Background: an optimization exercise with open tools, aiming at small area and a short achievable clock period. Do not read the settings as production practice. The RTL was checked by simulation tests, not by an equivalence proof against the original design. Power figures rest on the tool's default switching activity, not on a simulated workload.

==> flow/design.v <==
`default_nettype none
package rvMemPkg;
    localparam int xlen = 64;
    localparam int maskWidth = xlen / 8;
    typedef logic [2:0] widthCode;
    localparam widthCode lb  = 3'b000;
    localparam widthCode lh  = 3'b001;
    localparam widthCode lw  = 3'b010;
    localparam widthCode ld  = 3'b011;
    localparam widthCode lbu = 3'b100;
    localparam widthCode lhu = 3'b101;
    localparam widthCode lwu = 3'b110;
    typedef union packed {
        logic [xlen-1:0] dword;
        logic [1:0][31:0] word;
        logic [3:0][15:0] half;
        logic [7:0][7:0] bytes;
    } memWord;
endpackage
`default_nettype wire
`default_nettype none
package platformPkg;
    localparam logic [63:0] mtimecmpAddr = 64'h0000_0000_0200_4000;
    localparam logic [63:0] mtimeAddr = 64'h0000_0000_0200_bff8;
    localparam logic [63:0] mtimecmpReset = '1;
endpackage
`default_nettype wire
`timescale 1ns/1ps
`default_nettype none
module accessControl (
    input  logic clk,
    input  logic arstN,
    input  logic reqValid,
    input  logic reqWrite,
    input  rvMemPkg::widthCode reqWidth,
    input  logic [rvMemPkg::xlen-1:0] reqAddr,
    input  logic [rvMemPkg::xlen-1:0] reqWdata,
    input  logic memStall,
    output logic busy,
    output logic done,
    output logic weMem,
    output logic reMem,
    output logic [rvMemPkg::xlen-1:0] heldAddr,
    output logic [rvMemPkg::xlen-1:0] heldWdata,
    output logic [rvMemPkg::maskWidth-1:0] heldMask,
    output logic [1:0] heldSize,
    output logic heldUnsigned,
    output logic captureLoad,
    output logic timerRead,
    output logic timerReadCmp,
    output logic writeMtime,
    output logic writeMtimecmp,
    output logic acceptMtimecmpWrite
);
    logic accept;
    logic hitMtime;
    logic hitMtimecmp;
    logic isTimer;
    logic [rvMemPkg::xlen-1:0] fmtData;
    logic [rvMemPkg::maskWidth-1:0] fmtMask;
    assign accept = reqValid && !busy;
    timerAddrMatch uMatch (
        .addr(reqAddr),
        .hitMtime(hitMtime),
        .hitMtimecmp(hitMtimecmp)
    );
    assign isTimer = hitMtime || hitMtimecmp;
    assign acceptMtimecmpWrite = accept && reqWrite && hitMtimecmp;
    storeFormatter uStoreFormatter (
        .size(reqWidth[1:0]),
        .offset(reqAddr[2:0]),
        .wdata(reqWdata),
        .fmtData(fmtData),
        .fmtMask(fmtMask)
    );
    always_ff @(posedge clk) begin
        if (!busy) begin
            heldAddr <= reqAddr;
            heldWdata <= fmtData;
            heldMask <= fmtMask;
            heldSize <= reqWidth[1:0];
            heldUnsigned <= reqWidth[2];
            timerReadCmp <= hitMtimecmp;
        end
    end
    always_ff @(posedge clk or negedge arstN) begin
        if (!arstN) begin
            busy <= 1'b0;
            done <= 1'b0;
            weMem <= 1'b0;
            reMem <= 1'b0;
            timerRead <= 1'b0;
            writeMtime <= 1'b0;
            writeMtimecmp <= 1'b0;
        end else begin
            busy <= accept || (busy && !done);
            done <= ((weMem || reMem) && !memStall) || timerRead || writeMtime || writeMtimecmp;
            weMem <= (accept && reqWrite && !isTimer) || (weMem && memStall);
            reMem <= (accept && !reqWrite && !isTimer) || (reMem && memStall);
            timerRead <= accept && !reqWrite && isTimer;
            writeMtime <= accept && reqWrite && hitMtime;
            writeMtimecmp <= acceptMtimecmpWrite;
        end
    end
    assign captureLoad = (reMem && !memStall) || timerRead;
endmodule
module timerAddrMatch (
    input  logic [63:0] addr,
    output logic hitMtime,
    output logic hitMtimecmp
);
    localparam logic [63:0] mtimeAddr = platformPkg::mtimeAddr;
    localparam logic [63:0] mtimecmpAddr = platformPkg::mtimecmpAddr;
    logic [15:0] sharedHit;
    logic [3:0] mtimeLowHit;
    logic [3:0] mtimecmpLowHit;
    logic [2:0] notShared;
    logic notMtimeLow;
    logic notMtimecmpLow;
    for (genvar k = 4; k < 16; k++) begin : gShared
        nibbleMatch #(.K(mtimeAddr[4*k +: 4])) uNibble (
            .a(addr[4*k +: 4]),
            .y(sharedHit[k])
        );
    end
    assign sharedHit[3:0] = '0;
    for (genvar k = 0; k < 4; k++) begin : gLow
        nibbleMatch #(.K(mtimeAddr[4*k +: 4])) uMtime (
            .a(addr[4*k +: 4]),
            .y(mtimeLowHit[k])
        );
        nibbleMatch #(.K(mtimecmpAddr[4*k +: 4])) uMtimecmp (
            .a(addr[4*k +: 4]),
            .y(mtimecmpLowHit[k])
        );
    end
    for (genvar j = 0; j < 3; j++) begin : gSharedAnd
        gateNand #(.N(4)) uAnd (.a(sharedHit[4*j+4 +: 4]), .y(notShared[j]));
    end
    gateNand #(.N(4)) uMtimeAnd (.a(mtimeLowHit), .y(notMtimeLow));
    gateNand #(.N(4)) uMtimecmpAnd (.a(mtimecmpLowHit), .y(notMtimecmpLow));
    gateNor #(.N(4)) uMtimeHit (.a({notShared, notMtimeLow}), .y(hitMtime));
    gateNor #(.N(4)) uMtimecmpHit (.a({notShared, notMtimecmpLow}), .y(hitMtimecmp));
endmodule
module nibbleMatch #(
    parameter logic [3:0] K = 4'h0
) (
    input  logic [3:0] a,
    output logic y
);
    assign y = (a == K);
endmodule
`default_nettype wire
`timescale 1ns/1ps
`default_nettype none
module storeFormatter (
    input  logic [1:0] size,         
    input  logic [2:0] offset,
    input  logic [rvMemPkg::xlen-1:0] wdata,
    output logic [rvMemPkg::xlen-1:0] fmtData,
    output logic [rvMemPkg::maskWidth-1:0] fmtMask
);
    logic isByte;
    logic isHalf;
    logic isWord;
    logic isDouble;
    logic [7:0][7:0] b;
    logic [7:0][7:0] lane;
    assign isByte = (size == 2'd0);
    assign isHalf = (size == 2'd1);
    assign isWord = (size == 2'd2);
    assign isDouble = (size == 2'd3);
    always_comb begin
        for (int k = 0; k < 8; k++) begin
            fmtMask[k] = isDouble ||
                         ((k[2] == offset[2]) &&
                          (size[1] ||
                           ((k[1] == offset[1]) &&
                            (size[0] || (k[0] == offset[0])))));
        end
    end
    assign b = wdata;
    assign lane[0] = b[0];
    assign lane[1] = (fmtMask[1] && isByte) ? b[0] : b[1];
    assign lane[2] = (fmtMask[2] && !size[1]) ? b[0] : b[2];
    assign lane[3] = (fmtMask[3] && isByte) ? b[0] :
                     (fmtMask[3] && isHalf) ? b[1] : b[3];
    assign lane[4] = (fmtMask[4] && !isDouble) ? b[0] : b[4];
    assign lane[5] = (fmtMask[5] && isByte) ? b[0] :
                     (fmtMask[5] && (isHalf || isWord)) ? b[1] : b[5];
    assign lane[6] = (fmtMask[6] && !size[1]) ? b[0] :
                     (fmtMask[6] && isWord) ? b[2] : b[6];
    assign lane[7] = (fmtMask[7] && isByte) ? b[0] :
                     (fmtMask[7] && isHalf) ? b[1] :
                     (fmtMask[7] && isWord) ? b[3] : b[7];
    assign fmtData = lane;
endmodule
`default_nettype wire
`timescale 1ns/1ps
`default_nettype none
module loadAligner (
    input  logic clk,
    input  logic arstN,
    input  logic [2:0] offset,
    input  logic [1:0] size,
    input  logic isUnsigned,
    input  logic captureLoad,
    input  logic timerRead,
    input  logic timerReadCmp,
    input  logic [rvMemPkg::xlen-1:0] rdataMem,
    input  logic [rvMemPkg::xlen-1:0] mtime,
    input  logic [rvMemPkg::xlen-1:0] mtimecmp,
    output logic [rvMemPkg::xlen-1:0] rdData
);
    logic [7:0][7:0] timerValue;
    logic [7:0][7:0] src;
    logic atLeastHalf;
    logic atLeastWord;
    logic isDouble;
    logic [2:0] base;
    logic [2:0] top;
    logic [7:0] memTops;
    logic [7:0] timerTops;
    logic msb;
    logic ext;
    logic [7:0][7:0] res;
    assign timerValue = timerReadCmp ? mtimecmp : mtime;
    assign src = timerRead ? timerValue : rdataMem;
    assign atLeastHalf = (size != 2'd0);
    assign atLeastWord = size[1];
    assign isDouble = (size == 2'd3);
    assign base = offset & ~{isDouble, atLeastWord, atLeastHalf};
    assign top = base | {1'b0, atLeastWord, atLeastHalf};
    for (genvar k = 0; k < 8; k++) begin : gTops
        assign memTops[k] = rdataMem[8*k+7];
        assign timerTops[k] = timerValue[k][7];
    end
    assign msb = timerRead ? timerTops[top] : memTops[top];
    assign ext = !isUnsigned && msb;
    assign res[0] = src[base];
    assign res[1] = atLeastHalf ? src[{base[2:1], 1'b1}] : {8{ext}};
    assign res[2] = atLeastWord ? src[{base[2], 2'b10}] : {8{ext}};
    assign res[3] = atLeastWord ? src[{base[2], 2'b11}] : {8{ext}};
    assign res[4] = isDouble ? src[4] : {8{ext}};
    assign res[5] = isDouble ? src[5] : {8{ext}};
    assign res[6] = isDouble ? src[6] : {8{ext}};
    assign res[7] = isDouble ? src[7] : {8{ext}};
    always_ff @(posedge clk or negedge arstN) begin
        if (!arstN) begin
            rdData <= '0;
        end else if (captureLoad) begin
            rdData <= res;
        end
    end
endmodule
`default_nettype wire
`timescale 1ns/1ps
`default_nettype none
module mmioTimer #(
    parameter int unsigned TimerStep = 1
) (
    input  logic clk,
    input  logic arstN,
    input  logic [rvMemPkg::xlen-1:0] reqWdata,
    input  logic reqAddrBit3,                
    input  logic acceptMtimecmpWrite,
    input  logic writeMtime,                 
    input  logic writeMtimecmp,              
    input  logic [rvMemPkg::xlen-1:0] heldWdata,
    output logic [rvMemPkg::xlen-1:0] mtime,
    output logic [rvMemPkg::xlen-1:0] mtimecmp,
    output logic timerIrq
);
    localparam int xlen = rvMemPkg::xlen;
    logic [xlen-1:0] mtimeInc;
    logic mtimeAllOnes;
    logic [xlen-1:0] mtimeNext;
    logic [xlen-1:0] mtimecmpNext;
    logic [xlen-1:0] other;
    logic [7:0] halfNotGt;
    logic [7:0] halfNotLt;
    logic [7:0] heldNotGt;
    logic [7:0] heldNotLt;
    logic dataGt;
    logic dataLt;
    logic mtimeWasAllOnes;
    logic incEqCmp;
    logic eqCmp;
    logic irqNext;
    timerIncrement uIncrement (
        .value(mtime),
        .inc(mtimeInc),
        .allOnes(mtimeAllOnes)
    );
    assign mtimeNext = writeMtime ? heldWdata :
                       ((TimerStep == 1) ? mtimeInc : mtime + xlen'(TimerStep));
    assign mtimecmpNext = acceptMtimecmpWrite ? reqWdata : mtimecmp;
    assign other = reqAddrBit3 ? mtimecmp : mtime;
    compareFront uFront (
        .a(reqWdata),
        .b(other),
        .notGt(halfNotGt),
        .notLt(halfNotLt)
    );
    always_ff @(posedge clk) begin
        heldNotGt <= halfNotGt;
        heldNotLt <= halfNotLt;
        mtimeWasAllOnes <= mtimeAllOnes;
    end
    compareBack uBack (
        .notGtIn(heldNotGt),
        .notLtIn(heldNotLt),
        .gt(dataGt),
        .lt(dataLt)
    );
    incEqual uIncEqual (
        .value(mtime),
        .target(mtimecmp),
        .incEq(incEqCmp),
        .eq(eqCmp)
    );
    always_comb begin
        if (TimerStep != 1) begin
            irqNext = (mtimeNext >= mtimecmp);
        end else if (writeMtime) begin
            irqNext = !dataLt;
        end else if (writeMtimecmp) begin
            irqNext = incEqCmp ||
                      (!mtimeAllOnes && (eqCmp || (!mtimeWasAllOnes && !dataGt)));
        end else begin
            irqNext = incEqCmp || (!mtimeAllOnes && timerIrq);
        end
    end
    always_ff @(posedge clk or negedge arstN) begin
        if (!arstN) begin
            mtime <= '0;
            mtimecmp <= platformPkg::mtimecmpReset;
            timerIrq <= 1'b0;
        end else begin
            mtime <= mtimeNext;
            mtimecmp <= mtimecmpNext;
            timerIrq <= irqNext;
        end
    end
endmodule
module timerIncrement (
    input  logic [63:0] value,
    output logic [63:0] inc,
    output logic allOnes
);
    logic [3:0][3:0][3:0] notRun;
    logic [3:0][3:0] notBlocks;
    logic [3:0] groupOnes;
    logic [3:0] notGroups;
    logic [63:0] carry;
    for (genvar a = 0; a < 4; a++) begin : gGroup
        for (genvar b = 0; b < 4; b++) begin : gBlock
            gateNand #(.N(1)) uRun0 (.a(value[16*a+4*b]), .y(notRun[a][b][0]));
            for (genvar c = 1; c < 4; c++) begin : gRun
                gateNand #(.N(c + 1)) uRun (
                    .a(value[16*a+4*b +: c + 1]),
                    .y(notRun[a][b][c])
                );
            end
        end
        assign notBlocks[a][0] = 1'b0;
        assign notBlocks[a][1] = notRun[a][0][3];
        gateOr #(.N(2)) uBlocks2 (
            .a({notRun[a][1][3], notRun[a][0][3]}),
            .y(notBlocks[a][2])
        );
        gateOr #(.N(3)) uBlocks3 (
            .a({notRun[a][2][3], notRun[a][1][3], notRun[a][0][3]}),
            .y(notBlocks[a][3])
        );
        gateNor #(.N(4)) uGroupOnes (
            .a({notRun[a][3][3], notRun[a][2][3], notRun[a][1][3], notRun[a][0][3]}),
            .y(groupOnes[a])
        );
    end
    assign notGroups[0] = 1'b0;
    gateNand #(.N(1)) uGroups1 (.a(groupOnes[0]), .y(notGroups[1]));
    gateNand #(.N(2)) uGroups2 (.a(groupOnes[1:0]), .y(notGroups[2]));
    gateNand #(.N(3)) uGroups3 (.a(groupOnes[2:0]), .y(notGroups[3]));
    gateAnd #(.N(4)) uAllOnes (.a(groupOnes), .y(allOnes));
    assign carry[0] = 1'b1;
    for (genvar i = 0; i < 63; i++) begin : gCarry
        localparam int a = i / 16;
        localparam int b = (i / 4) % 4;
        localparam int c = i % 4;
        if (a == 0 && b == 0) begin : gRunOnly
            gateNor #(.N(1)) uCarry (.a(notRun[a][b][c]), .y(carry[i+1]));
        end else if (a == 0) begin : gBlocksRun
            gateNor #(.N(2)) uCarry (
                .a({notBlocks[a][b], notRun[a][b][c]}),
                .y(carry[i+1])
            );
        end else if (b == 0) begin : gGroupsRun
            gateNor #(.N(2)) uCarry (
                .a({notGroups[a], notRun[a][b][c]}),
                .y(carry[i+1])
            );
        end else begin : gAll
            gateNor #(.N(3)) uCarry (
                .a({notGroups[a], notBlocks[a][b], notRun[a][b][c]}),
                .y(carry[i+1])
            );
        end
    end
    assign inc = value ^ carry;
endmodule
module compareFront (
    input  logic [63:0] a,
    input  logic [63:0] b,
    output logic [7:0] notGt,
    output logic [7:0] notLt
);
    logic [63:0] g0;
    logic [63:0] l0;
    logic [31:0] g1;
    logic [31:0] l1;
    logic [15:0] g2;
    logic [15:0] l2;
    assign g0 = a & ~b;
    assign l0 = ~a & b;
    for (genvar i = 0; i < 32; i++) begin : gL1
        compareNodePos uNode (
            .gtHigh(g0[2*i+1]), .ltHigh(l0[2*i+1]),
            .gtLow(g0[2*i]), .ltLow(l0[2*i]),
            .notGt(g1[i]), .notLt(l1[i])
        );
    end
    for (genvar i = 0; i < 16; i++) begin : gL2
        compareNodeNeg uNode (
            .notGtHigh(g1[2*i+1]), .notLtHigh(l1[2*i+1]),
            .notGtLow(g1[2*i]), .notLtLow(l1[2*i]),
            .gt(g2[i]), .lt(l2[i])
        );
    end
    for (genvar i = 0; i < 8; i++) begin : gL3
        compareNodePos uNode (
            .gtHigh(g2[2*i+1]), .ltHigh(l2[2*i+1]),
            .gtLow(g2[2*i]), .ltLow(l2[2*i]),
            .notGt(notGt[i]), .notLt(notLt[i])
        );
    end
endmodule
module compareBack (
    input  logic [7:0] notGtIn,
    input  logic [7:0] notLtIn,
    output logic gt,
    output logic lt
);
    logic [3:0] g4;
    logic [3:0] l4;
    logic [1:0] g5;
    logic [1:0] l5;
    for (genvar i = 0; i < 4; i++) begin : gL4
        compareNodeNeg uNode (
            .notGtHigh(notGtIn[2*i+1]), .notLtHigh(notLtIn[2*i+1]),
            .notGtLow(notGtIn[2*i]), .notLtLow(notLtIn[2*i]),
            .gt(g4[i]), .lt(l4[i])
        );
    end
    for (genvar i = 0; i < 2; i++) begin : gL5
        compareNodePos uNode (
            .gtHigh(g4[2*i+1]), .ltHigh(l4[2*i+1]),
            .gtLow(g4[2*i]), .ltLow(l4[2*i]),
            .notGt(g5[i]), .notLt(l5[i])
        );
    end
    compareNodeNeg uTop (
        .notGtHigh(g5[1]), .notLtHigh(l5[1]),
        .notGtLow(g5[0]), .notLtLow(l5[0]),
        .gt(gt), .lt(lt)
    );
endmodule
module compareNodePos (
    input  logic gtHigh,
    input  logic ltHigh,
    input  logic gtLow,
    input  logic ltLow,
    output logic notGt,
    output logic notLt
);
    assign notGt = !((gtHigh || gtLow) && !ltHigh);
    assign notLt = !((ltHigh || ltLow) && !gtHigh);
endmodule
module compareNodeNeg (
    input  logic notGtHigh,
    input  logic notLtHigh,
    input  logic notGtLow,
    input  logic notLtLow,
    output logic gt,
    output logic lt
);
    assign gt = !((notGtHigh && notGtLow) || !notLtHigh);
    assign lt = !((notLtHigh && notLtLow) || !notGtHigh);
endmodule
module incEqual (
    input  logic [63:0] value,
    input  logic [63:0] target,
    output logic incEq,
    output logic eq
);
    logic [63:0] diff;
    logic [63:0] below;
    logic [63:0] ok;
    logic [15:0] notOk4;
    logic [3:0] ok16;
    logic notIncEq;
    logic [15:0] notSame4;
    logic [3:0] same16;
    logic notEq;
    assign diff = value ^ target;
    assign below = value & ~target;
    for (genvar i = 0; i < 63; i++) begin : gStep
        assign ok[i] = (diff[i+1] == below[i]);
    end
    assign ok[63] = diff[0];
    for (genvar i = 0; i < 16; i++) begin : gAnd4
        gateNand #(.N(4)) uAnd (.a(ok[4*i +: 4]), .y(notOk4[i]));
        gateOr #(.N(4)) uSame (.a(diff[4*i +: 4]), .y(notSame4[i]));
    end
    for (genvar i = 0; i < 4; i++) begin : gAnd16
        gateNor #(.N(4)) uAnd (.a(notOk4[4*i +: 4]), .y(ok16[i]));
        gateNor #(.N(4)) uSame (.a(notSame4[4*i +: 4]), .y(same16[i]));
    end
    gateNand #(.N(4)) uAnd64 (.a(ok16), .y(notIncEq));
    gateNand #(.N(4)) uSame64 (.a(same16), .y(notEq));
    assign incEq = !notIncEq;
    assign eq = !notEq;
endmodule
module gateNand #(
    parameter int N = 2
) (
    input  logic [N-1:0] a,
    output logic y
);
    assign y = !(&a);
endmodule
module gateNor #(
    parameter int N = 2
) (
    input  logic [N-1:0] a,
    output logic y
);
    assign y = !(|a);
endmodule
module gateOr #(
    parameter int N = 2
) (
    input  logic [N-1:0] a,
    output logic y
);
    assign y = |a;
endmodule
module gateAnd #(
    parameter int N = 2
) (
    input  logic [N-1:0] a,
    output logic y
);
    assign y = &a;
endmodule
`default_nettype wire
`timescale 1ns/1ps
`default_nettype none
module loadStoreUnit #(
    parameter int unsigned TimerStep = 1
) (
    input  logic clk,
    input  logic arstN,
    input  logic reqValid,
    input  logic reqWrite,
    input  rvMemPkg::widthCode reqWidth,
    input  logic [rvMemPkg::xlen-1:0] reqAddr,
    input  logic [rvMemPkg::xlen-1:0] reqWdata,
    input  logic [rvMemPkg::xlen-1:0] rdataMem,
    input  logic memStall,
    output logic busy,
    output logic done,
    output logic [rvMemPkg::xlen-1:0] rdData,
    output logic [rvMemPkg::xlen-1:0] address,
    output logic weMem,
    output logic reMem,
    output logic [rvMemPkg::xlen-1:0] wdataMem,
    output logic [rvMemPkg::maskWidth-1:0] wmaskMem,
    output logic timerIrq
);
    logic [rvMemPkg::xlen-1:0] heldAddr;
    logic [rvMemPkg::xlen-1:0] heldWdata;
    logic [rvMemPkg::maskWidth-1:0] heldMask;
    logic [1:0] heldSize;
    logic heldUnsigned;
    logic captureLoad;
    logic timerRead;
    logic timerReadCmp;
    logic writeMtime;
    logic writeMtimecmp;
    logic acceptMtimecmpWrite;
    logic [rvMemPkg::xlen-1:0] mtime;
    logic [rvMemPkg::xlen-1:0] mtimecmp;
    accessControl uAccessControl (
        .clk(clk),
        .arstN(arstN),
        .reqValid(reqValid),
        .reqWrite(reqWrite),
        .reqWidth(reqWidth),
        .reqAddr(reqAddr),
        .reqWdata(reqWdata),
        .memStall(memStall),
        .busy(busy),
        .done(done),
        .weMem(weMem),
        .reMem(reMem),
        .heldAddr(heldAddr),
        .heldWdata(heldWdata),
        .heldMask(heldMask),
        .heldSize(heldSize),
        .heldUnsigned(heldUnsigned),
        .captureLoad(captureLoad),
        .timerRead(timerRead),
        .timerReadCmp(timerReadCmp),
        .writeMtime(writeMtime),
        .writeMtimecmp(writeMtimecmp),
        .acceptMtimecmpWrite(acceptMtimecmpWrite)
    );
    loadAligner uLoadAligner (
        .clk(clk),
        .arstN(arstN),
        .offset(heldAddr[2:0]),
        .size(heldSize),
        .isUnsigned(heldUnsigned),
        .captureLoad(captureLoad),
        .timerRead(timerRead),
        .timerReadCmp(timerReadCmp),
        .rdataMem(rdataMem),
        .mtime(mtime),
        .mtimecmp(mtimecmp),
        .rdData(rdData)
    );
    mmioTimer #(
        .TimerStep(TimerStep)
    ) uMmioTimer (
        .clk(clk),
        .arstN(arstN),
        .reqWdata(reqWdata),
        .reqAddrBit3(reqAddr[3]),
        .acceptMtimecmpWrite(acceptMtimecmpWrite),
        .writeMtime(writeMtime),
        .writeMtimecmp(writeMtimecmp),
        .heldWdata(heldWdata),
        .mtime(mtime),
        .mtimecmp(mtimecmp),
        .timerIrq(timerIrq)
    );
    assign address = heldAddr;
    assign wdataMem = heldWdata;
    assign wmaskMem = heldMask;
endmodule
`default_nettype wire
==> flow/run.sh <==
#!/bin/bash
# synth_recipe.tcl (not shown) runs the flow's synth.tcl, then flattens the netlist and writes it again
# the make line also repeats each setting of config.mk as NAME=value (left out here)
make -C /OpenROAD-flow-scripts/flow DESIGN_CONFIG=/design/flow/config.mk WORK_HOME=/design/flow/orfs CLKGATE_MAP_FILE= SYNTH_SCRIPT=/design/flow/synth_recipe.tcl finish
==> flow/config.mk <==
export PLATFORM = sky130hd
export DESIGN_NAME = loadStoreUnit
export DESIGN_NICKNAME = loadStoreUnit
export VERILOG_FILES = /design/flow/design.v
export SDC_FILE = /design/flow/constraint.sdc
export NUM_CORES = 4
export LEC_CHECK = 0
export CAP_MARGIN = 20
export CORE_MARGIN = 2
export CORE_UTILIZATION = 40
export SLEW_MARGIN = 20
export SYNTH_HIERARCHICAL = 1
==> flow/constraint.sdc <==
create_clock -name core_clock -period 4.1 [get_ports {clk}]
set_input_delay 0.8200 -clock core_clock [delete_from_list [all_inputs] [get_ports {clk}]]
set_output_delay 0.8200 -clock core_clock [all_outputs]
set_load 0.01 [all_outputs]
==> summary.md, run 1 <==
| Metric | Value |
|---|---|
| Status | `finished clean` |
| Fraction of layout cells with a size suffix above 1 | `0.262` |
| Reg-to-reg startpoint | `uAccessControl.timerReadCmp` |
| Die width | `247 um` |
| Primary FF master, synth | `edfxtp_1` |
| Clock latency on the worst-skew pair | `600 ps` |
| Largest net degree at the start of global routing | `103` |
| Clock buffer depth | `3` |
| Clock root buffer | `clkbuf_16` |
| Num CTS Buffers | `44` |
| Post-synth EDFFs | `140` |
| Core Area | `57900 um2` |
| Share of the synthesized area in the top cell type | `0.179` |
| DRC errors left | `0` |
| VDD IR-drop max | `0.502 mV` |
| Seq/Total Area, Yosys | `0.409` |
| Most common cell after layout, fill and taps aside | `clkdlybuf4s50_1` |
| Clock transition at path regs | `60 ps` |
| First-pass GRT wire length | `128000 um` |
| Syn Std Cell Area | `23500 um2` |
| Final std cell area, no fill | `29700 um2` |
| Initial Util | `0.406` |
| Final setup violation count | `0` |
| FMAX | `325 MHz` |
| Cell variety after synth | `86` |
| Drt first pass iters | `7` |
| Non-Filler Instances | `3338` |
| Worst Tran Pin Value | `1050 ps` |
| Post-Place Cells | `3254` |
| First DRT Iteration DRCs | `1542` |
| Post-cts repair resize count | `0` |
| Dominant cells by area after synthesis | `edfxtp_1 (18%), dfrtp_1 (14%), mux2_2 (8.6%)` |
| Worst EP required | `4560 ps` |
| CTS tree | `built` |
| Pwr Total | `13400 uW` |
| Overflow after GRT | `0` |
| Critical path peak fanout | `23` |
| Endpoints failing hold | `0` |
| Max-cap viol count | `0` |
| CP endpoint kind | `flip-flop` |
| Cells after Synth | `2135` |
| Crit. Startpoint | `uAccessControl.timerReadCmp` |
| Unrepaired setup endpoints after global routing | `false` |
| Post-synth top area cell | `edfxtp_1` |
| Synth async-reset ratio | `0.560` |
| Hold Path Class | `input pin to async pin` |
| Routed wire length | `88000 um` |
| Placer Congestion | `0.946` |
| Max Slew Vio Count | `0` |
| CP Launch Type | `flip-flop` |
| Remaining antenna violation count after routing | `0` |
| Area Growth Syn to Fin | `26.3%` |
| Fillers | `5262` |
| Avg Cell Area, Syn | `11.0 um2` |
| Die Y-Extent | `247 um` |
| WL/cell | `26.4 um` |
| Mapped Nets | `2402` |
| Cts hold-fix bufs | `0` |
| Crit path DAT | `3540 ps` |
| Initial antenna violation count | `10` |
| Crit Path Class | `flip-flop to flip-flop` |
| Synth warn | `10` |
| Detailed Place HPWL | `67700 um` |
| Pleak | `0.0126 uW` |
| Cell Pwr Density | `451 nW/um2` |
| I/O pin total | `405` |
| Port bufs | `404` |
| Post-synthesis sequential element count | `357` |
| Clk_skew | `21.9 ps` |
| Final setup TNS | `0 ps` |
| Sink Count | `357` |
| Final Critical Period | `3080 ps` |
| Period utilization | `0.751` |
| Row Count | `88` |
| R2R setup slack | `1020 ps` |
| Vias/cell | `5.63` |
| Final #Nets | `2802` |
| Die area | `60800 um2` |
| Gr usage total | `0.285` |
| Via Count | `18801` |
| DP Area | `28300 um2` |
| Vias in the first global route | `19065` |
| Worst hold slack | `300 ps` |
| Most frequent cells in the layout | `clkdlybuf4s50_1 (402), mux2_2 (180), inv_1 (171), edfxtp_1 (140), dfrtp_1 (134)` |
| Slew HR | `0.300` |
| # H-tree levels | `2` |
| Setup bufs post-CTS | `0` |
==> report_power, final <==
group          internal (uW)  switching (uW)
logic                   2020            2150
clock network           2390            1650
registers               4620             564
total                   9020            4370
==> per-module statistics from Yosys, one instance, submodules excluded, a selection <==
module	flip-flops and latches	cell area, um2	cells inside
accessControl	147	4490	163
compareFront	0	1120	128
compareNodeNeg	0	15.0	2
compareNodePos	0	15.0	2
incEqual	0	1840	255
loadAligner	64	5480	627
storeFormatter	0	1370	195
timerIncrement	0	556	64
==> worst paths after layout <==
check | end | cells past startpoint
max in group asynchronous | uMmioTimer.mtimecmp[24] | 2
hold / removal | uMmioTimer.mtime[42] | 1
setup reg to reg | uLoadAligner.rdData[61] | 8
hold reg to reg | uAccessControl.busy | 1
setup / recovery | uLoadAligner.rdData[61] | 8
min in group core_clock | uAccessControl.busy | 1
==> cells in the mapped netlist (6+ instances only) <==
cell and n:
nor2b_1 55, o32a_1 8, nand2_1 40, a221oi_1 9, o21ai_1 14, a2bb2oi_1 6, a22oi_1 8, nor2_1 107
and2b_2 128, nand4_1 40, dfstp_2 64, mux2i_1 64, nor3_1 20, nor3_2 35, a211oi_1 52, buf_4 16
nand3_1 42, xor2_1 126, ha_1 67, o22ai_1 15, dfrtp_1 136, a211o_1 6, buf_2 28, a21o_1 11
or4_1 16, o21ai_2 38, o211ai_1 14, edfxtp_1 140, clkbuf_1 23, buf_6 36, dfxtp_1 17, a21boi_1 42
o21ai_0 39, mux2_2 180, mux4_2 6, a21oi_1 83, a22o_1 13, mux2_4 38, inv_1 172, nor4_2 28
o21bai_1 85, or3_1 6
==> cells by family (layout without fill, tap and decap cells) <==
group / Yosys count / after routing / share of synthesized area
multiplexers: 292 / 292 / 0.146
AO/OA/AOI/OAI: 468 / 468 / 0.144
buffers and inverters: 278 / 714 / 0.0604
other: 0 / 2 / 0
adder cells (fa/ha/maj): 67 / 67 / 0.0356
AND/OR/NAND/NOR: 546 / 546 / 0.157
flip-flops: 357 / 357 / 0.409
XOR/XNOR: 127 / 127 / 0.0479
==> flip-flops by register name (all words and copies together) (netlist names), 2 cells and up <==
name                      count
uAccessControl.heldAddr      64
uAccessControl.heldWdata     64
uLoadAligner.rdData          64
uMmioTimer.mtime             64
uMmioTimer.mtimecmp          64
uAccessControl.heldMask       8
uMmioTimer.heldNotGt          8
uMmioTimer.heldNotLt          8
uAccessControl.heldSize       2
==> routing by layer <==
metal | wire length (um) | track usage | part of all wire | vias up
met3 | 6240 | 0.0586 | 0.071 | 158
met2 | 42000 | 0.472 | 0.48 | 722
met4 | 2970 | 0.0957 | 0.034 | 12
met5 | 78 | 0 | 0.00089 | -
met1 | 36700 | 0.371 | 0.42 | 9386
li1 | - | - | - | 8523
==> per-stage QoR <==
stage / worst slack [ps] / util
after global routing: 896 / 0.513
after floorplan: 424 / -
after CTS: 1000 / 0.513
after global placement: 557 / 0.488
after detailed placement: 528 / 0.488
final: 1020 / 0.513
==> worst max-delay path: stages, from the launching register on <==
cell	delay, ps
edfxtp_1	680
buf_4	480
mux2i_1	330
buf_4	220
a211oi_1	90
o21a_1	290
o21ai_4	380
buf_4	330
o21ai_1	90
==> final cells by class <==
type | instances | area, um2 | area share
multi-input combinational | 1500 | 12500 | 0.420
sequential | 357 | 9640 | 0.324
timing repair buffer | 459 | 4510 | 0.152
clock buffer | 64 | 1300 | 0.0437
tap | 765 | 957 | 0.0322
inverter | 173 | 654 | 0.0220
clock inverter | 18 | 170 | 0.00572
antenna | 2 | 5.00 | 0.000168
==> inputs of run 2 (changes only) <==
--- a/flow/config.mk
+++ b/flow/config.mk
@@ -8,5 +8,6 @@
 export CAP_MARGIN = 20
 export CORE_MARGIN = 2
 export CORE_UTILIZATION = 40
+export SETUP_SLACK_MARGIN = 1.9
 export SLEW_MARGIN = 20
 export SYNTH_HIERARCHICAL = 1
==> run 2 against run 1 <==
Effect of this change:
- still clean on timing, DRC and antenna
- critical path depth rose by 2
- combinational power up 7.9%
- non-clock buffer count grew 147
- first-iteration DRC count is 14% higher
- worst setup slack gained 470 ps
- area after synthesis did not move
- sequential cell count did not move
- sequential power decreased by 2%
- via count up 5.3%
- clock skew rose by 12 ps
- count of clock-buffer cells in the layout stayed put
- critical endpoint is now uMmioTimer.timerIrq
- largest cell class unchanged
- largest power group unchanged
==> summary.md, run 2 <==
| Metric | Value |
|---|---|
| Status | `finished clean` |
| CTS tree | `built` |
| Post-synth EDFFs | `140` |
| Initial Util | `0.406` |
| Non-Filler Instances | `3486` |
| Clock root buffer | `clkbuf_16` |
| Gr usage total | `0.292` |
| Final setup TNS | `0 ps` |
| Post-synth top area cell | `edfxtp_1` |
| Cells after Synth | `2135` |
| Clock transition at path regs | `70 ps` |
| Post-synthesis sequential element count | `357` |
| First DRT Iteration DRCs | `1757` |
| Slowest-stage cell, CP | `dfstp_2` |
| Worst EP required | `4610 ps` |
| Most instantiated cells after synthesis | `mux2_2 (180), inv_1 (172), edfxtp_1 (140)` |
| I/O pin total | `405` |
| Worst hold slack | `321 ps` |
| Area Growth Syn to Fin | `39.5%` |
| Period utilization | `0.636` |
| Pleak | `0.0148 uW` |
| # H-tree levels | `2` |
| Max-cap viol count | `0` |
| Critical path peak fanout | `4` |
| Met3 Resource Use GR | `0.0447` |
| Num CTS Buffers | `44` |
| Avg Cell Area, Syn | `11.0 um2` |
| Endpoints failing hold | `0` |
| Sink Count | `357` |
| Fraction of layout cells with a size suffix above 1 | `0.377` |
| M2 GR Usage | `0.471` |
| Initial antenna violation count | `5` |
| CP endpoint kind | `flip-flop` |
| Vias/cell | `5.68` |
| First-pass GRT wire length | `130000 um` |
| Die width | `247 um` |
| Cell variety after synth | `86` |
| CP Launch Type | `flip-flop` |
| Hold Path Class | `input pin to async pin` |
| Port bufs | `404` |
| Crit path DAT | `3120 ps` |
| Remaining antenna violation count after routing | `0` |
| DRC errors left | `0` |
| Clk_skew | `33.6 ps` |
| Placer Congestion | `0.946` |
| CP dominant cell by count | `inv_1` |
| Most numerous cell in the Yosys netlist | `mux2_2` |
| Overflow after GRT | `0` |
| Share of the synthesized area in the top cell type | `0.179` |
| Final #Nets | `2950` |
| Delay-heaviest family, CP | `simple AND/OR/NAND/NOR gates` |
| Synth warn | `10` |
| Drt first pass iters | `6` |
| GR peak layer | `met2` |
| WL/cell | `27.0 um` |
| Dominant cells by area after synthesis | `edfxtp_1 (18%), dfrtp_1 (14%), mux2_2 (8.6%)` |
| FMAX | `384 MHz` |
| Met1 usage | `0.397` |
| Die area | `60800 um2` |
| Slowest stage delay, CP | `620 ps` |
| Crit-path cells | `inv_1 > ha_1 > inv_1 > or4_1 > nor4_4 > nand4_1 > inv_1 > inv_2 > a311oi_2 > o31a_1` |
| Unrepaired setup endpoints after global routing | `true` |
| Core Area | `57900 um2` |
| Most frequent cells in the layout | `dlygate4sd2_1 (195), inv_1 (158), edfxtp_1 (140), clkdlybuf4s50_1 (132), and2b_2 (128)` |
| Final setup violation count | `0` |
| Seq/Total Area, Yosys | `0.409` |
| Vias in the first global route | `19353` |
| Cell Pwr Density | `411 nW/um2` |
| Syn Std Cell Area | `23500 um2` |
| Post-Place Cells | `3239` |
| Clock buffer depth | `3` |
| Via Count | `19790` |
| Final Critical Period | `2610 ps` |
| Max Slew Vio Count | `0` |
| Slew HR | `0.335` |
| Mapped Nets | `2402` |
| VDD IR-drop max | `0.356 mV` |
| Routed wire length | `94300 um` |
| Clock latency on the worst-skew pair | `600 ps` |
| Worst Tran Pin Value | `997 ps` |
| Die Y-Extent | `247 um` |
| Buf/Inv on CP | `4` |
| Largest net degree at the start of global routing | `101` |
| Cts hold-fix bufs | `0` |
| Most common cell after layout, fill and taps aside | `dlygate4sd2_1` |
| Crit Path Class | `flip-flop to flip-flop` |
| Detailed Place HPWL | `65100 um` |
| Row Count | `88` |
| Synth async-reset ratio | `0.560` |
| Primary FF master, synth | `edfxtp_1` |
==> run 2: cell counts after synthesis <==
No cell type changed its count.
==> run 2: logic make-up after synthesis <==
family / count (synthesis) / share of synthesized area
simple gates: 546 / 0.157
flops: 357 / 0.409
compound gates: 468 / 0.144
fa+ha+maj: 67 / 0.0356
mux: 292 / 0.146
xor+xnor: 127 / 0.0479
buf+inv: 278 / 0.0604
==> run 2: final cells by class <==
| type | instances | area (um2) |
|---|---|---|
| Tap cell | 765 | 957 |
| Clock inverter | 18 | 173 |
| Clock buffer | 64 | 1250 |
| Multi-Input combinational cell | 1501 | 14100 |
| Timing Repair Buffer | 606 | 6070 |
| Inverter | 173 | 659 |
| Sequential cell | 357 | 9660 |
| Fill cell | 4968 | 25100 |
| Antenna cell | 2 | 5.00 |
==> run 2: worst paths after layout <==
check                           cells past startpoint  slack (ps)                           to               startpoint
worst max register to register                     10        1490          uMmioTimer.timerIrq  uMmioTimer.mtimecmp[31]
min in group core_clock                             1         400  uAccessControl.heldAddr[40]              reqAddr[40]
max in group asynchronous                           2        2790      uMmioTimer.mtimecmp[48]                    arstN
worst min register to register                      1         480          uAccessControl.busy      uAccessControl.done
worst min-delay path                                1         320      uLoadAligner.rdData[38]                    arstN
worst max-delay path                               10        1490          uMmioTimer.timerIrq  uMmioTimer.mtimecmp[31]
==> run 2: per-module statistics from Yosys (local to each module, per instance), excerpt <==
module | cells | times used | flops+latches | area [um2]
loadAligner | 627 | 1 | 64 | 5480
accessControl | 163 | 1 | 147 | 4490
incEqual | 255 | 1 | 0 | 1840
storeFormatter | 195 | 1 | 0 | 1370
compareFront | 128 | 1 | 0 | 1120
timerIncrement | 64 | 1 | 0 | 556
compareNodeNeg | 2 | 21 | 0 | 15.0
compareNodePos | 2 | 42 | 0 | 15.0
==> run 2: what timing repair did <==
item | in CTS | in global routing
setup endpoints to repair | 452 | 204
buffers inserted | 82 | 53
pin swaps | 41 | 39
cloned | 15 | 13
gates resized for setup | 570 | 185
==> run 2: routing by layer <==
| layer | up-vias | routed length [um] |
|---|---|---|
| met5 | - | 14 |
| met4 | 2 | 3750 |
| met3 | 160 | 6240 |
| met2 | 833 | 44000 |
| met1 | 9979 | 40300 |
| li1 | 8816 | - |
==> run 2: power by group <==
group | switching, uW | internal (uW)
Clock | 1650 | 2250
Sequential | 484 | 4610
Combinational | 2480 | 2010
==> run 2: per-stage QoR <==
stage	util	instance area (um2)	total power (uW)	setup WS [ps]
CTS	0.540	31300	13000	1490
floorplan	-	23800	7000	1180
finish	0.567	32800	13500	1490
global route	0.567	32800	14000	1410
global placement	0.491	28400	9350	665
detailed placement	0.491	28400	9360	651
==> run 2: worst register-to-register path, cell delays in order (launching register included) <==
cell and delay, ps:
dfstp_2 620, inv_1 70, ha_1 310, inv_1 40, or4_1 550, nor4_4 330
nand4_1 130, inv_1 90, inv_2 40, a311oi_2 180, o31a_1 160
==> inputs of run 3 (changes only) <==
==> flow/flow/run.sh (new file) <==
#!/bin/bash
# The standard layout, with plain buffers on the ports instead of the
# delay cells buffer_ports picks by default. Every port still gets a buffer.
set -euo pipefail
export BUFFER_PORTS_ARGS="-buffer_cell sky130_fd_sc_hd__buf_1"
bash standard.sh > standard.log 2>&1
==> flow/standard.sh (new file) <==
#!/bin/bash
# synth_recipe.tcl (not shown) runs the flow's synth.tcl, then flattens the netlist and writes it again
# the make line also repeats each setting of config.mk as NAME=value (left out here)
make -C /OpenROAD-flow-scripts/flow DESIGN_CONFIG=/design/flow/config.mk WORK_HOME=/design/flow/orfs CLKGATE_MAP_FILE= SYNTH_SCRIPT=/design/flow/synth_recipe.tcl "${@:-finish}"
removed: flow/run.sh
==> run 3 against run 2 <==
Effect of this change:
- still clean on timing, DRC and antenna
- sequential power about the same
- total power fell by 3.3%
- global-route usage fell by 0.45 points
- highest routed layer unchanged
==> summary.md, run 3 <==
| Metric | Value |
|---|---|
| Worst EP required | `4610 ps` |
| Avg Cell Area, Syn | `11.0 um2` |
| Crit Path Class | `flip-flop to flip-flop` |
| Cell Pwr Density | `425 nW/um2` |
| Final #Nets | `2918` |
| First DRT Iteration DRCs | `1935` |
| Primary FF master, synth | `edfxtp_1` |
| Clock root buffer | `clkbuf_16` |
| Final setup violation count | `0` |
| Non-Filler Instances | `3457` |
| Remaining antenna violation count after routing | `0` |
| Overflow after GRT | `0` |
| Most instantiated cells after synthesis | `mux2_2 (180), inv_1 (172), edfxtp_1 (140)` |
| Port bufs | `404` |
| Max-cap viol count | `0` |
| Most frequent cells in the layout | `buf_1 (392), inv_1 (162), edfxtp_1 (140), and2b_2 (128), xor2_1 (126)` |
| Cells after Synth | `2135` |
| Clock transition at path regs | `60 ps` |
| CP endpoint kind | `flip-flop` |
| Synth warn | `10` |
| Pleak | `0.0131 uW` |
| Status | `finished clean` |
| Fillers | `5111` |
| Die width | `247 um` |
| Num CTS Buffers | `44` |
| Critical path peak fanout | `4` |
| # H-tree levels | `2` |
| Crit path DAT | `3090 ps` |
| Mapped Nets | `2402` |
| Seq/Total Area, Yosys | `0.409` |
| Die Y-Extent | `247 um` |
| Sink Count | `357` |
| Area Growth Syn to Fin | `30.4%` |
| Worst reg2reg path depth | `10` |
| Hold Path Class | `input pin to async pin` |
| R2r endpoint | `uMmioTimer.timerIrq` |
| Final setup TNS | `0 ps` |
| Largest net degree at the start of global routing | `82` |
| CP Launch Type | `flip-flop` |
| FMAX | `389 MHz` |
| Die area | `60800 um2` |
| VDD IR-drop max | `0.382 mV` |
| Via Count | `19981` |
| Worst Tran Pin Value | `1110 ps` |
| Post-synth top area cell | `edfxtp_1` |
| WL/cell | `26.5 um` |
| Vias in the first global route | `19464` |
| Most common cell after layout, fill and taps aside | `buf_1` |
| Syn Std Cell Area | `23500 um2` |
| Period utilization | `0.628` |
| Fraction of layout cells with a size suffix above 1 | `0.369` |
| I/O pin total | `405` |
| Share of the synthesized area in the top cell type | `0.179` |
| First-pass GRT wire length | `128000 um` |
| Post-synthesis sequential element count | `357` |
| Max Slew Vio Count | `0` |
| Post-synth EDFFs | `140` |
| CTS tree | `built` |
| Slew HR | `0.258` |
| Routed wire length | `91600 um` |
| Initial Util | `0.406` |
| Most numerous cell in the Yosys netlist | `mux2_2` |
| Dominant cells by area after synthesis | `edfxtp_1 (18%), dfrtp_1 (14%), mux2_2 (8.6%)` |
| Detailed Place HPWL | `64100 um` |
| Row Count | `88` |
| Vias/cell | `5.78` |
| Reg-to-reg startpoint | `uMmioTimer.mtimecmp[1]` |
| Endpoints failing hold | `0` |
| Final Critical Period | `2570 ps` |
| Clock buffer depth | `3` |
| DRC errors left | `0` |
| Post-Place Cells | `3238` |
| Unrepaired setup endpoints after global routing | `true` |
| Placer Congestion | `0.977` |
| Core Area | `57900 um2` |
| Synth async-reset ratio | `0.560` |
| Clock latency on the worst-skew pair | `600 ps` |
| Cell variety after synth | `86` |
| Clk_skew | `29.5 ps` |
| Gr usage total | `0.288` |
| Drt first pass iters | `8` |
| R2R setup slack | `1530 ps` |
| Initial antenna violation count | `14` |
==> run 3: cell counts after synthesis <==
No cell type changed its count.
==> run 3: per-stage QoR <==
stage / utilization / hold slack [ps] / total power [uW] / setup WS [ps] / instance area (um2)
after floorplan: - / 469 / 7000 / 1180 / 23800
after global placement: 0.447 / 467 / 8320 / 977 / 25900
after detailed placement: 0.447 / 484 / 8350 / 889 / 25900
after CTS: 0.507 / 283 / 12800 / 1470 / 29300
after global routing: 0.530 / 316 / 13500 / 1420 / 30700
final: 0.530 / 302 / 13100 / 1530 / 30700
==> run 3: cells by family (layout without fill, tap and decap cells) <==
family	after synthesis	in the layout	share of synthesized area
multiplexers	292	292	0.146
AND/OR/NAND/NOR	546	546	0.157
XOR/XNOR	127	127	0.0479
AO/OA/AOI/OAI	468	468	0.144
flip-flops	357	357	0.409
buffers and inverters	278	830	0.0604
adder cells (fa/ha/maj)	67	67	0.0356
other	0	5	0
==> run 3: metal layers <==
| layer | global-route usage | wire length (um) | up-vias |
|---|---|---|---|
| met5 | 0 | 109 | - |
| met4 | 0.120 | 4080 | 18 |
| met3 | 0.0559 | 7370 | 215 |
| met2 | 0.460 | 42900 | 965 |
| met1 | 0.381 | 37200 | 9985 |
| li1 | - | - | 8798 |
==> run 3: cell type report <==
class	count	area [um2]	area share
clock buffer	66	1250	0.0408
clock inverter	16	173	0.00563
sequential	357	9660	0.315
tap	765	957	0.0312
multi-input combinational	1500	14200	0.462
timing repair buffer	575	3800	0.124
inverter	173	659	0.0215
antenna	5	12.5	0.000408
==> run 3: worst max path at each step <==
stage,from,cells past startpoint,slack [ps],endpoint
3_5_place_dp,reqAddr[1],7,890,uMmioTimer.mtimecmp[38]
4_1_cts,uMmioTimer.mtimecmp[6],10,1470,uMmioTimer.timerIrq
3_3_place_gp,reqAddr[1],7,980,uMmioTimer.mtimecmp[38]
6_report,uMmioTimer.mtimecmp[1],10,1530,uMmioTimer.timerIrq
2_1_floorplan,uAccessControl.busy,1,1180,uAccessControl.heldAddr[0]
5_1_grt,uMmioTimer.mtimecmp[1],10,1420,uMmioTimer.timerIrq
==> run 3: per-module statistics from Yosys, one instance, submodules excluded, a selection <==
module / copies in the design / flip-flops and latches / area, um2 / cells
accessControl: 1 / 147 / 4490 / 163
compareFront: 1 / 0 / 1120 / 128
incEqual: 1 / 0 / 1840 / 255
timerIncrement: 1 / 0 / 556 / 64
compareNodePos: 42 / 0 / 15.0 / 2
compareNodeNeg: 21 / 0 / 15.0 / 2
storeFormatter: 1 / 0 / 1370 / 195
loadAligner: 1 / 64 / 5480 / 627
==> run 3: critical path, cell delays in order (launching register included) <==
cell and delay, ps:
dfstp_2 570, inv_2 60, ha_4 260, inv_2 30
or4_4 550, nor4_4 440, nand4_1 150, inv_1 80
inv_1 40, a311oi_2 180, o31a_1 140
==> run 3: repair_timing <==
action / 4_1_cts / 5_1_grt
gates cloned: 15 / 8
endpoints found under the setup margin: 227 / 218
pin swaps: 72 / 53
hold buffers: 0 / 0
endpoints found under the hold margin: 0 / 0
gates resized for setup: 197 / 190
setup buffers: 82 / 27
==> run 3: power breakdown <==
group	total (uW)	leakage, uW	switching, uW	internal (uW)
combinational	4050	0.00854	2460	1600
sequential	5100	0.00390	479	4620
clock	3900	0.000696	1650	2260
==> inputs of run 4 (changes only) <==
--- a/flow/design.v
+++ b/flow/design.v
@@ -220,7 +220,9 @@
     logic [2:0] base;
     logic [2:0] top;
     logic [7:0] memTops;
-    logic [7:0] timerTops;
+    logic [7:0] mtimeTops;
+    logic [7:0] mtimecmpTops;
+    logic timerMsb;
     logic msb;
     logic ext;
     logic [7:0][7:0] res;
@@ -233,9 +235,11 @@
     assign top = base | {1'b0, atLeastWord, atLeastHalf};
     for (genvar k = 0; k < 8; k++) begin : gTops
         assign memTops[k] = rdataMem[8*k+7];
-        assign timerTops[k] = timerValue[k][7];
+        assign mtimeTops[k] = mtime[8*k+7];
+        assign mtimecmpTops[k] = mtimecmp[8*k+7];
     end
-    assign msb = timerRead ? timerTops[top] : memTops[top];
+    assign timerMsb = timerReadCmp ? mtimecmpTops[top] : mtimeTops[top];
+    assign msb = timerRead ? timerMsb : memTops[top];
     assign ext = !isUnsigned && msb;
     assign res[0] = src[base];
     assign res[1] = atLeastHalf ? src[{base[2:1], 1'b1}] : {8{ext}};
@@ -284,7 +288,7 @@
     logic dataGt;
     logic dataLt;
     logic mtimeWasAllOnes;
-    logic incEqCmp;
+    logic notIncEqCmp;
     logic eqCmp;
     logic irqNext;
     timerIncrement uIncrement (
@@ -316,7 +320,7 @@
     incEqual uIncEqual (
         .value(mtime),
         .target(mtimecmp),
-        .incEq(incEqCmp),
+        .notIncEq(notIncEqCmp),
         .eq(eqCmp)
     );
     always_comb begin
@@ -325,10 +329,10 @@
         end else if (writeMtime) begin
             irqNext = !dataLt;
         end else if (writeMtimecmp) begin
-            irqNext = incEqCmp ||
+            irqNext = !notIncEqCmp ||
                       (!mtimeAllOnes && (eqCmp || (!mtimeWasAllOnes && !dataGt)));
         end else begin
-            irqNext = incEqCmp || (!mtimeAllOnes && timerIrq);
+            irqNext = !notIncEqCmp || (!mtimeAllOnes && timerIrq);
         end
     end
     always_ff @(posedge clk or negedge arstN) begin
@@ -500,36 +504,58 @@
 module incEqual (
     input  logic [63:0] value,
     input  logic [63:0] target,
-    output logic incEq,
+    output logic notIncEq,
     output logic eq
 );
     logic [63:0] diff;
+    xorVector #(.N(64)) uDiff (
+        .a(value),
+        .b(target),
+        .y(diff)
+    );
+    incEqualTree uTree (
+        .value(value),
+        .diff(diff),
+        .notIncEq(notIncEq),
+        .eq(eq)
+    );
+endmodule
+module incEqualTree (
+    input  logic [63:0] value,
+    input  logic [63:0] diff,
+    output logic notIncEq,
+    output logic eq
+);
     logic [63:0] below;
     logic [63:0] ok;
     logic [15:0] notOk4;
     logic [3:0] ok16;
-    logic notIncEq;
-    logic [15:0] notSame4;
-    logic [3:0] same16;
-    logic notEq;
-    assign diff = value ^ target;
-    assign below = value & ~target;
+    logic [15:0] same4;
+    logic [3:0] notSame16;
+    assign below = value & diff;
     for (genvar i = 0; i < 63; i++) begin : gStep
         assign ok[i] = (diff[i+1] == below[i]);
     end
     assign ok[63] = diff[0];
     for (genvar i = 0; i < 16; i++) begin : gAnd4
         gateNand #(.N(4)) uAnd (.a(ok[4*i +: 4]), .y(notOk4[i]));
-        gateOr #(.N(4)) uSame (.a(diff[4*i +: 4]), .y(notSame4[i]));
+        gateNor #(.N(4)) uSame (.a(diff[4*i +: 4]), .y(same4[i]));
     end
     for (genvar i = 0; i < 4; i++) begin : gAnd16
         gateNor #(.N(4)) uAnd (.a(notOk4[4*i +: 4]), .y(ok16[i]));
-        gateNor #(.N(4)) uSame (.a(notSame4[4*i +: 4]), .y(same16[i]));
+        gateNand #(.N(4)) uSame (.a(same4[4*i +: 4]), .y(notSame16[i]));
     end
     gateNand #(.N(4)) uAnd64 (.a(ok16), .y(notIncEq));
-    gateNand #(.N(4)) uSame64 (.a(same16), .y(notEq));
-    assign incEq = !notIncEq;
-    assign eq = !notEq;
+    gateNor #(.N(4)) uSame64 (.a(notSame16), .y(eq));
+endmodule
+module xorVector #(
+    parameter int N = 64
+) (
+    input  logic [N-1:0] a,
+    input  logic [N-1:0] b,
+    output logic [N-1:0] y
+);
+    assign y = a ^ b;
 endmodule
 module gateNand #(
     parameter int N = 2
--- a/flow/config.mk
+++ b/flow/config.mk
@@ -7,7 +7,8 @@
 export LEC_CHECK = 0
 export CAP_MARGIN = 20
 export CORE_MARGIN = 2
-export CORE_UTILIZATION = 40
+export CORE_UTILIZATION = 55
+export CTS_BUF_LIST = sky130_fd_sc_hd__clkbuf_8
 export SETUP_SLACK_MARGIN = 1.9
 export SLEW_MARGIN = 20
 export SYNTH_HIERARCHICAL = 1
==> run 4 against run 3 <==
Effect of this change:
- cell count fell by 8.3%
- clock power fell by 18%
- non-clock buffer count rose by 13
- register-to-register slack improved by 200 ps
- global-route usage rose by 8.1 points
- worst setup slack improved by 200 ps
- first-iteration DRC count fell by 12%
- design area fell by 5.6%
- critical endpoint is now uLoadAligner.rdData[46]
- wire length fell by 9.8%
- synthesized cell count fell by 4.8%
==> summary.md, run 4 <==
| Metric | Value |
|---|---|
| Status | `finished clean` |
| Die width | `207 um` |
| Avg Cell Area, Syn | `11.1 um2` |
| Slew HR | `0.255` |
| Max-cap viol count | `0` |
| Synth async-reset ratio | `0.560` |
| First-pass GRT wire length | `116000 um` |
| Critical path peak fanout | `12` |
| Final core utilization | `0.713` |
| Clk_skew | `33.1 ps` |
| Slowest stage delay, CP | `600 ps` |
| Remaining antenna violation count after routing | `0` |
| Cell variety after synth | `77` |
| WL/cell | `26.1 um` |
| Reg-to-reg startpoint | `uAccessControl.timerReadCmp` |
| CP Launch Type | `flip-flop` |
| Area Growth Syn to Fin | `28.3%` |
| CTS tree | `built` |
| Crit path DAT | `2970 ps` |
| Synth warn | `10` |
| # H-tree levels | `2` |
| Wire length on met3 | `7200 um` |
| Syn Std Cell Area | `22600 um2` |
| FMAX | `421 MHz` |
| Wire length on met1 | `33400 um` |
| Buf/Inv on CP | `3` |
| Most common cell after layout, fill and taps aside | `buf_1` |
| Fraction of layout cells with a size suffix above 1 | `0.384` |
| Most instantiated cells after synthesis | `mux2_2 (218), xor2_1 (190), edfxtp_1 (140)` |
| Cells after Synth | `2032` |
| Worst EP required | `4700 ps` |
| Vias in the first global route | `18429` |
| Delay-heaviest family, CP | `simple AND/OR/NAND/NOR gates` |
| Routed wire length | `82600 um` |
| Unrepaired setup endpoints after global routing | `true` |
| Port bufs | `404` |
| DRC errors left | `0` |
| Post-synth top area cell | `edfxtp_1` |
| Crit-path cells | `buf_12 > mux2i_2 > a21oi_2 > a2111oi_1 > or4_4 > buf_12 > clkbuf_16 > o21ai_2` |
| Row Count | `74` |
| Pleak | `0.0123 uW` |
| Detailed Place HPWL | `56900 um` |
| Sink Count | `357` |
| Drt first pass iters | `6` |
| Initial antenna violation count | `7` |
| Clock buffer depth | `3` |
| Post-synthesis sequential element count | `357` |
| Die area | `42700 um2` |
| Mapped Nets | `2236` |
| Primary FF master, synth | `edfxtp_1` |
| Most numerous cell in the Yosys netlist | `mux2_2` |
| Cell Pwr Density | `413 nW/um2` |
| Clock latency on the worst-skew pair | `690 ps` |
| Dominant cells by area after synthesis | `edfxtp_1 (19%), dfrtp_1 (15%), mux2_2 (11%)` |
| Hold Path Class | `input pin to async pin` |
| Core Area | `40600 um2` |
| Via Count | `19452` |
| Share of the synthesized area in the top cell type | `0.186` |
| Clock transition at path regs | `60 ps` |
| Post-synth EDFFs | `140` |
| Most frequent cells in the layout | `buf_1 (393), mux2_2 (153), xor2_1 (145), edfxtp_1 (140), buf_4 (133)` |
| First DRT Iteration DRCs | `1699` |
| R2R setup slack | `1730 ps` |
| Cts hold-fix bufs | `0` |
| Vias/cell | `6.14` |
| Final setup TNS | `0 ps` |
| Gr usage total | `0.368` |
| Slowest-stage cell, CP | `or4_4` |
| Num CTS Buffers | `61` |
| CP endpoint kind | `flip-flop` |
| Max Slew Vio Count | `0` |
| Worst reg2reg path depth | `8` |
| Die Y-Extent | `207 um` |
| Initial Util | `0.556` |
| Endpoints failing hold | `0` |
| Placer Congestion | `0.968` |
| Final Critical Period | `2370 ps` |
| Crit Path Class | `flip-flop to flip-flop` |
| Met2 WL post-DR | `37900 um` |
| Top layer in use | `met5` |
| I/O pin total | `405` |
| Final #Nets | `2786` |
| Period utilization | `0.579` |
| Worst Tran Pin Value | `1120 ps` |
| R2r endpoint | `uLoadAligner.rdData[46]` |
| Final setup violation count | `0` |
| Largest net degree at the start of global routing | `94` |
| Clock root buffer | `clkbuf_8` |
| CP dominant cell by count | `buf_12` |
| VDD IR-drop max | `0.509 mV` |
| Overflow after GRT | `0` |
| Seq/Total Area, Yosys | `0.426` |
[run 4: cell count changes after synthesis, moves of 16 or more]
cell      before  now
a211oi_1      52   35
ha_1          67    4
inv_1        172   43
mux2_2       180  218
mux2_4        38    0
nand2_1       40  103
nand2b_1       3   19
nor2b_1       55   38
nor3_1        20    4
o21ai_1       14   35
o21ai_2       38    0
o221ai_2       0   18
xor2_1       126  190
[run 4: worst register-to-register path, cell delays in order, from the launching register on]
cell	delay, ps
edfxtp_1	460
buf_12	200
mux2i_2	210
a21oi_2	240
a2111oi_1	120
or4_4	600
buf_12	170
clkbuf_16	170
o21ai_2	140
[run 4: Yosys stat by module (local to each module, per instance), excerpt]
module | times used | cells | flip-flops and latches | cell area [um2]
incEqualTree | 1 | 126 | 0 | 788
timerIncrement | 1 | 64 | 0 | 556
compareFront | 1 | 128 | 0 | 1120
accessControl | 1 | 163 | 147 | 4490
storeFormatter | 1 | 195 | 0 | 1370
compareNodeNeg | 21 | 2 | 0 | 15.0
loadAligner | 1 | 590 | 64 | 5110
compareNodePos | 42 | 2 | 0 | 15.0
[run 4: logic make-up after synthesis]
logic type | Yosys count | share of synthesized area
AND/OR/NAND/NOR | 607 | 0.175
AO/OA/AOI/OAI | 427 | 0.138
flip-flops | 357 | 0.426
multiplexers | 300 | 0.149
XOR/XNOR | 190 | 0.0737
buffers and inverters | 147 | 0.0358
adder cells (fa/ha/maj) | 4 | 0.00222
[run 4: final cells by class]
type / count / area, um2
Multi-Input combinational cell: 1530 / 13700
Fill cell: 3040 / 11700
Sequential cell: 357 / 9700
Timing Repair Buffer: 588 / 3540
Clock buffer: 72 / 991
Tap cell: 532 / 666
Clock inverter: 42 / 203
Inverter: 44 / 176
Antenna cell: 5 / 12.5
[run 4: timing repair]
action | in CTS | in global routing
pin swaps | 24 | 32
endpoints found under the setup margin | 248 | 179
hold endpoints to repair | 0 | 0
gates cloned | 9 | 4
gates resized for setup | 168 | 145
setup buffers | 67 | 65
[run 4: how the worst max path moves through the flow]
stage	start	end	slack [ps]	depth (start not counted)
floorplan	uAccessControl.busy	uAccessControl.heldAddr[0]	1180	1
global placement	reqAddr[57]	uMmioTimer.mtimecmp[52]	760	7
detailed placement	reqAddr[57]	uMmioTimer.mtimecmp[52]	680	7
CTS	uAccessControl.timerReadCmp	uLoadAligner.rdData[22]	1690	9
global route	uAccessControl.timerReadCmp	uLoadAligner.rdData[22]	1670	8
finish	uAccessControl.timerReadCmp	uLoadAligner.rdData[46]	1730	8
[run 4: through the flow]
| step | area, um2 | power, uW | setup slack, ps | hold WS, ps | cells |
|---|---|---|---|---|---|
| floorplan | 22900 | 6890 | 1180 | 461 | 2032 |
| global placement | 24800 | 8170 | 762 | 484 | 2906 |
| detailed placement | 24800 | 8220 | 681 | 474 | 2906 |
| CTS | 27500 | 11800 | 1690 | 205 | 3096 |
| global route | 29000 | 12500 | 1670 | 238 | 3170 |
| finish | 29000 | 12000 | 1730 | 211 | 3170 |
[run 4: metal layers]
metal,vias up,global-route usage
met2,1058,0.576
met4,4,0.173
met3,227,0.0604
met1,9616,0.503
li1,8547,-
met5,-,0
[run 4: report_power, final]
group | leakage [uW] | switching, uW | internal (uW) | total (uW)
Clock | 0.000712 | 1550 | 1650 | 3200
Sequential | 0.00385 | 458 | 4630 | 5090
Combinational | 0.00769 | 2280 | 1400 | 3690
==> inputs of run 5 (changes only) <==
--- a/flow/config.mk
+++ b/flow/config.mk
@@ -7,8 +7,7 @@
 export LEC_CHECK = 0
 export CAP_MARGIN = 20
 export CORE_MARGIN = 2
-export CORE_UTILIZATION = 55
-export CTS_BUF_LIST = sky130_fd_sc_hd__clkbuf_8
+export CORE_UTILIZATION = 40
 export SETUP_SLACK_MARGIN = 1.9
 export SLEW_MARGIN = 20
 export SYNTH_HIERARCHICAL = 1
==> run 5 against run 4 <==
Effect of this change:
- still clean on timing, DRC and antenna
- count of clock-buffer cells in the layout decreased by 14
- die area is 37% higher
- sequential cell count stayed put
- register-to-register slack worse by 40 ps
- clock skew decreased by 10 ps
- largest power group unchanged
==> summary.md, run 5 <==
| Metric | Value |
|---|---|
| Status | `finished clean` |
| Critical path peak fanout | `28` |
| Reg-to-reg startpoint | `uAccessControl.timerReadCmp` |
| First DRT Iteration DRCs | `2001` |
| Clock transition at path regs | `60 ps` |
| Primary FF master, synth | `edfxtp_1` |
| Cells after Synth | `2032` |
| Placer Congestion | `0.957` |
| Die area | `58400 um2` |
| Initial Util | `0.403` |
| Worst EP required | `4550 ps` |
| Share of the synthesized area in the top cell type | `0.186` |
| Slew HR | `0.328` |
| Fraction of layout cells with a size suffix above 1 | `0.348` |
| Drt first pass iters | `5` |
| M2 GR Usage | `0.466` |
| Clock buffer depth | `3` |
| Worst Tran Pin Value | `1010 ps` |
| Fillers | `4991` |
| Comb power frac | `0.279` |
| Final #Nets | `2740` |
| First-pass GRT wire length | `125000 um` |
| Clock latency on the worst-skew pair | `590 ps` |
| Most common cell after layout, fill and taps aside | `buf_1` |
| Most frequent cells in the layout | `buf_1 (390), xor2_1 (162), mux2_2 (154), edfxtp_1 (140), and2b_2 (128)` |
| Net Sw Frac | `0.343` |
| Final setup TNS | `0 ps` |
| Pleak | `0.0119 uW` |
| Area of the multi-input gates | `13200 um2` |
| Cell variety after synth | `77` |
| Num CTS Buffers | `42` |
| Clk pwr share | `0.309` |
| Pwr Total | `12400 uW` |
| Post-synth top area cell | `edfxtp_1` |
| Unrepaired setup endpoints after global routing | `true` |
| Cts hold-fix bufs | `0` |
| Clk_skew | `23.1 ps` |
| Internal power | `8150 uW` |
| Gr usage total | `0.285` |
| Seq/Total Area, Yosys | `0.426` |
| Largest net degree at the start of global routing | `97` |
| Final core utilization | `0.514` |
| Dominant cells by area after synthesis | `edfxtp_1 (19%), dfrtp_1 (15%), mux2_2 (11%)` |
| DRC errors left | `0` |
| VDD IR-drop max | `0.786 mV` |
| Synth warn | `10` |
| Routed wire length | `86900 um` |
| GR peak layer | `met2` |
| Core Area | `56100 um2` |
| Part of the power in registers | `0.412` |
| Vias in the first global route | `18834` |
| Most instantiated cells after synthesis | `mux2_2 (218), xor2_1 (190), edfxtp_1 (140)` |
| Crit Path Class | `flip-flop to flip-flop` |
| Final setup violation count | `0` |
| Remaining antenna violation count after routing | `0` |
| WL/cell | `26.1 um` |
| Met3 Resource Use GR | `0.0513` |
| Row Count | `87` |
| DP Worst Slack | `534 ps` |
| Post-synth EDFFs | `140` |
| Synth async-reset ratio | `0.560` |
| Hold Path Class | `input pin to async pin` |
| Post-synthesis sequential element count | `357` |
| Syn Std Cell Area | `22600 um2` |
| Avg Cell Area, Syn | `11.1 um2` |
| Area Growth Syn to Fin | `27.5%` |
| Die width | `242 um` |
| Met1 usage | `0.377` |
| Period utilization | `0.589` |
| Most numerous cell in the Yosys netlist | `mux2_2` |
| Max Slew Vio Count | `0` |
| Vias/cell | `5.69` |
| # H-tree levels | `2` |
| Clock root buffer | `clkbuf_16` |
| CP endpoint kind | `flip-flop` |
| Detailed Place HPWL | `61300 um` |
| Sink Count | `357` |
| Worst Slack Setup Final | `1690 ps` |
| R2R setup slack | `1690 ps` |
| Cell Pwr Density | `431 nW/um2` |
| Register area | `9680 um2` |
| I/O pin total | `405` |
| Mapped Nets | `2236` |
| Initial antenna violation count | `3` |
| Endpoints failing hold | `0` |
| Crit. Startpoint | `uAccessControl.timerReadCmp` |
| CTS tree | `built` |
| CP Launch Type | `flip-flop` |
| Die Y-Extent | `242 um` |
| FMAX | `414 MHz` |
| Overflow after GRT | `0` |
| Worst hold slack | `403 ps` |
| Via Count | `18949` |
| Max-cap viol count | `0` |
| Final Critical Period | `2410 ps` |
| Switching power | `4260 uW` |
| Crit path DAT | `2860 ps` |
| Port bufs | `404` |
run 5: per-stage QoR:
step / instance area [um2] / std cells
final: 28800 / 3330
after detailed placement: 25200 / 3130
after global placement: 25200 / 3130
after global routing: 28800 / 3329
after CTS: 28000 / 3279
after floorplan: 22900 / 2032
run 5: worst max-delay path, cell delays in order, from the launching register on:
cell       delay (ps)
edfxtp_1          410
buf_12            210
mux2i_4           390
a211oi_2          150
a2111oi_1         410
or4_4             230
bufbuf_16         340
o221ai_2          110
run 5: kinds of logic after synthesis:
group	after synthesis	share of synthesized area
AO/OA/AOI/OAI	427	0.138
XOR/XNOR	190	0.0737
adder cells (fa/ha/maj)	4	0.00222
buffers and inverters	147	0.0358
flip-flops	357	0.426
multiplexers	300	0.149
AND/OR/NAND/NOR	607	0.175
run 5: path summary, 6_finish.rpt:
| path | to | depth (start not counted) |
|---|---|---|
| hold reg to reg | uAccessControl.busy | 1 |
| setup / recovery | uLoadAligner.rdData[47] | 7 |
| setup reg to reg | uLoadAligner.rdData[47] | 7 |
| hold / removal | uLoadAligner.rdData[37] | 1 |
| min in group core_clock | uAccessControl.heldAddr[24] | 1 |
| max in group asynchronous | uMmioTimer.mtimecmp[50] | 2 |
run 5: power by group through the flow:
| stage | logic, uW | clock network, uW | registers, uW |
|---|---|---|---|
| finish | 3470 | 3840 | 5110 |
| global route | 3710 | 4040 | 5170 |
| CTS | 3360 | 3910 | 5110 |
| detailed placement | 3100 | 0 | 5170 |
| global placement | 3090 | 0 | 5150 |
| floorplan | 1500 | 0 | 5390 |
run 5: area by class of cell:
type	count	area share
flip-flops and latches	357	0.336
repair buffers	562	0.120
multi-input cells	1529	0.457
clock inverters	20	0.00760
inverters	44	0.00613
well taps	756	0.0328
clock buffers	58	0.0403
diodes	4	0.000348
run 5: modules after synthesis (local to each module, per instance), a selection:
module / cells inside / copies in the design
compareNodeNeg: 2 / 21
compareFront: 128 / 1
timerIncrement: 64 / 1
loadAligner: 590 / 1
storeFormatter: 195 / 1
accessControl: 163 / 1
compareNodePos: 2 / 42
incEqualTree: 126 / 1
run 5: routing by layer:
| metal | wire length (um) | share of wire |
|---|---|---|
| met4 | 3440 | 0.040 |
| met2 | 41100 | 0.47 |
| met3 | 6110 | 0.070 |
| met5 | 0 | 0 |
| met1 | 36300 | 0.42 |
run 5: repair_timing:
item,CTS,global route
buffers inserted,58,45
endpoints found under the hold margin,0,0
gates cloned,13,2
gates resized for setup,148,83
pin swaps,16,25
endpoints found under the setup margin,237,215

==> what the ideal ports hide <==
The flow's constraints put no driver on any port. The routed layouts listed below were extracted and timed again, unchanged, in two steps.
Step 1 (the two cells are an assumption about what drives the block):
set clk [get_ports {clk}]
set_driving_cell -lib_cell sky130_fd_sc_hd__clkbuf_16 $clk
set_driving_cell -lib_cell sky130_fd_sc_hd__buf_2 [delete_from_list [all_inputs] $clk]
Step 2 moves the port delays by t, midway between the first and last clock arrival at a register: inputs arrive t later, outputs are due t later. That takes back most of the time a late clock gives input paths.
Three values: ideal, step 1, step 2; two values: the first two.
| run | shift t [ns] | slack for setup (ns) | latest minus earliest clock arrival (ns) | pins driven straight from the clock port |
|---|---|---|---|---|
| run 1 | 0.644 | 1.021 / 1.021 / 0.586 | 0.023 / 0.022 | 1 |
| run 2 | 0.645 | 1.493 / 1.493 / 1.123 | 0.034 / 0.033 | 1 |
| run 3 | 0.643 | 1.527 / 1.527 / 1.181 | 0.031 / 0.031 | 1 |
| run 4 | 0.725 | 1.725 / 1.725 / 1.208 | 0.033 / 0.034 | 1 |
| run 5 | 0.636 | 1.685 / 1.685 / 1.125 | 0.024 / 0.024 | 1 |
After both steps setup and hold are still met in every run listed. For run 5, which loses most, drivers alone change the setup slack by 0.000 ns; drivers and shift together by -0.560 ns.
